Background: an optimization exercise with open tools, aiming at small area, a short achievable clock period and few clock cycles. Do not read the settings as production practice. The RTL was checked by simulation tests, not by an equivalence proof against the original design. No activity file was given, so power comes from the tool's default toggle rates.

Setup of build 67:
Design disk_seek_scheduler, start of the top module:
module disk_seek_scheduler #(
  parameter int unsigned MAX_REQUESTS = 16
) (
  input  wire logic             clk_i,
  input  wire logic             rst_ni,
  input  wire logic             start_i,
  input  wire logic [16:0]      req_i,
  output logic                  busy_o,
  output logic                  move_valid_o,
  output logic [69:0]           move_o,
  input  wire logic             cfg_we_i,
  input  wire logic             cfg_idx_i,
  input  wire logic [15:0]      cfg_data_i
);
  localparam int NS = dss_pkg::NSlots;    
  localparam int QD = dss_pkg::QDepth;    
  function automatic logic lt16(input logic [15:0] a, input logic [15:0] b);
    logic [15:0] g1, p1;
    logic [7:0]  g2, p2;
    logic [3:0]  g3, p3;
    logic [1:0]  g4, p4;
    g1 = ~a & b; p1 = ~a | b;
    for (int k = 0; k < 8; k++) begin
      g2[k] = g1[2*k+1] | (p1[2*k+1] & g1[2*k]); p2[k] = p1[2*k+1] & p1[2*k];
    end
    for (int k = 0; k < 4; k++) begin
      g3[k] = g2[2*k+1] | (p2[2*k+1] & g2[2*k]); p3[k] = p2[2*k+1] & p2[2*k];
    end
    for (int k = 0; k < 2; k++) begin
      g4[k] = g3[2*k+1] | (p3[2*k+1] & g3[2*k]); p4[k] = p3[2*k+1] & p3[2*k];
    end
    lt16 = g4[1] | (p4[1] & g4[0]);
  endfunction
  logic [1:0]  pol_q, pol_d;
  logic [15:0] st_q, st_d;
  always_comb begin
    pol_d = pol_q; st_d = st_q;
    if (cfg_we_i) begin
      if (!cfg_idx_i) pol_d = cfg_data_i[1:0];
      else            st_d  = cfg_data_i;
    end
  end
  always_ff @(posedge clk_i or negedge rst_ni) begin
    if (!rst_ni) begin pol_q <= 2'd0; st_q <= 16'd0; end
    else begin pol_q <= pol_d; st_q <= st_d; end
  end
  logic          s1v_q, s1l_q, s1r_q;
  logic [15:0]   s1w_q;
  logic [3:0]    s1a_q;
  logic [NS-1:0] lt_q, xs, avd;      
  logic          s2v_q, s2l_q, s2r_q;
  logic [15:0]   s2w_q;
  ...
Size: about 700 flip-flops, ~110 I/O pins.
Settings: LEC_CHECK=0, CAP_MARGIN=20, CELL_PAD_IN_SITES_DETAIL_PLACEMENT=1, CORE_MARGIN=2, CORE_UTILIZATION=40, CTS_BUF_LIST=sky130_fd_sc_hd__clkbuf_4 sky130_fd_sc_hd__clkbuf_8, CTS_CLUSTER_SIZE=30, SETUP_SLACK_MARGIN=3.6, SLEW_MARGIN=20; clock period 7.0 ns.
run.sh (not shown) runs the stock make flow with config.mk's settings and CLKGATE_MAP_FILE= SYNTH_SCRIPT=/design/flow/synth_recipe.tcl, a recipe that flattens the netlist after the stock synthesis.
Build 67 completed every stage of the flow, and the final layout passed the timing, design-rule and antenna checks.
Testbench counts of build 67, summed over its fixed seeds: cycles 3,685.
[inputs] build 14 vs build 67
- CTS_CLUSTER_SIZE removed (was 30)
- SETUP_SLACK_MARGIN changed from 3.6 to 3.2
- CTS_BUF_LIST removed (was sky130_fd_sc_hd__clkbuf_4 sky130_fd_sc_hd__clkbuf_8)
## What came out
- Build 14 reached the end of the flow, and the finished layout is clean on the timing, design-rule and antenna checks.
- Total global routing track utilization in build 14 vs build 67: up 0.65 points
- Core utilization: build 14 lower than build 67
- Per the comparison of build 14 with build 67, switching part of the total power +0.20 points, met2 wire length +1.2%, met3 wire length +7.3%, count of final setup violators ~0 delta, number of buffers inserted during clock tree synthesis -33%.
Relative to build 14, the following input files were edited for build 64:
- setting CTS_CLUSTER_SIZE to 20 for the first time
- setting CTS_CLUSTER_DIAMETER to 100 for the first time
- changing SETUP_SLACK_MARGIN from 3.2 to 4.0
- setting CTS_BUF_LIST to sky130_fd_sc_hd__clkbuf_8 sky130_fd_sc_hd__clkbuf_16 for the first time
Number of stages on the worst setup path for build 64: 4 up relative to build 14. Build 64 has more setup slack than build 14. Compared with build 14, build 64 shows a higher area taken by multi-input logic gates. Every run in the comparison, build 14 and build 64, completed the flow with a clean layout. Going from build 14 to build 64, post-synthesis xor/xnor area fraction roughly the same; average wire per cell in the routed design higher.
For build 11, these inputs were changed with respect to build 64:
- a change of SETUP_SLACK_MARGIN from 4.0 to 3.4
## What came out
- The clock power was comparable across build 64 and build 11.
- Build 11 vs build 64 on largest net degree at the start of global routing: build 11 is the higher one.
- Against build 64, build 11 comes in 22 higher on largest fanout on the critical path.
- On power, the higher figure sits with build 64, not build 11.
- Count of clock buffers in the final design, build 64 and build 11: lower on build 64


run A:
disk_seek_scheduler again, from the RTL that the note above started with.
Design disk_seek_scheduler, start of the top module:
module disk_seek_scheduler #(
  parameter int unsigned MAX_REQUESTS = 16
) (
  input  wire logic             clk_i,
  input  wire logic             rst_ni,
  input  wire logic             start_i,
  input  wire logic [16:0]      req_i,
  output logic                  busy_o,
  output logic                  move_valid_o,
  output logic [69:0]           move_o,
  input  wire logic             cfg_we_i,
  input  wire logic             cfg_idx_i,
  input  wire logic [15:0]      cfg_data_i
);
Settings: LEC_CHECK=0, CAP_MARGIN=20, CELL_PAD_IN_SITES_DETAIL_PLACEMENT=1, CORE_MARGIN=2, CORE_UTILIZATION=40, CTS_BUF_LIST=sky130_fd_sc_hd__clkbuf_8 sky130_fd_sc_hd__clkbuf_16, CTS_CLUSTER_DIAMETER=100, CTS_CLUSTER_SIZE=20, SETUP_SLACK_MARGIN=3.6, SLEW_MARGIN=20; clock period 7.0 ns.
Testbench counts of run A, summed over its fixed seeds: cycles 3,685.
[inputs] run B vs run A
- a change of CORE_UTILIZATION from 40 to 50
==> comparison <==
Run B — antenna diode count 2 higher, run A as reference. Setup slack in run B vs run A: up 0.010 ns. Met1 routing resource usage after global routing (higher): run B. Reported for run A and run B, adder-cell share of the synthesized area turned out identical to the last digit. Re clock latency on the worst-skew pair: run A and run B aren't equal, and the higher value belongs to run A.
The following lists how run C was set up differently from run B:
- CORE_UTILIZATION now 40, was 50
- SETUP_SLACK_MARGIN now 3.8, was 3.6
Notes after the runs:
- Going from run B to run C, sequential share of layout area fell by 0.44 points, global-route usage over all layers fell by 11 points.
- Run C ended with less number of ordinary inverters in the final layout than run B.
- A end of the critical path of s2up_q$_DFFE_PP_ is what run C shows, while adist_q[14]$_SDFF_PP0_ belongs to run B.
- Run C against run B: design area picked up an extra 380 um^2, height of the die picked up an extra 12%.

-- static timing again, ports no longer ideal --
The results above use ideal ports. As a check the final layouts listed here were re-extracted and re-timed, cells and wires unchanged. Step 1, drivers: a clkbuf_16 drives clk_i and a buf_2 each remaining input, both assumed. Step 2, shift: input delay + t, output delay - t, t = (earliest + latest rising clock arrival at the registers) / 2. This alone moves slack from input paths to output paths. Three values: no drivers, after step 1, after step 2; two values: the first two.
run	t, ns	slack for setup (ns)	slew at the worst register clock pin (ns)
build 67	0.834	3.586 / 3.586 / 2.903	0.07 / 0.07
build 14	0.713	3.320 / 3.355 / 2.652	0.07 / 0.07
build 64	0.686	3.765 / 3.765 / 3.193	0.10 / 0.10
build 11	0.693	3.470 / 3.470 / 2.844	0.10 / 0.10
run A	0.699	3.597 / 3.605 / 2.935	0.10 / 0.10
run B	0.669	3.607 / 3.607 / 3.011	0.10 / 0.10
run C	0.701	3.653 / 3.659 / 2.987	0.10 / 0.10
After both steps every run listed still meets setup and hold. For build 67, which loses most, drivers alone change the setup slack by 0.000 ns; drivers and shift together by -0.683 ns.
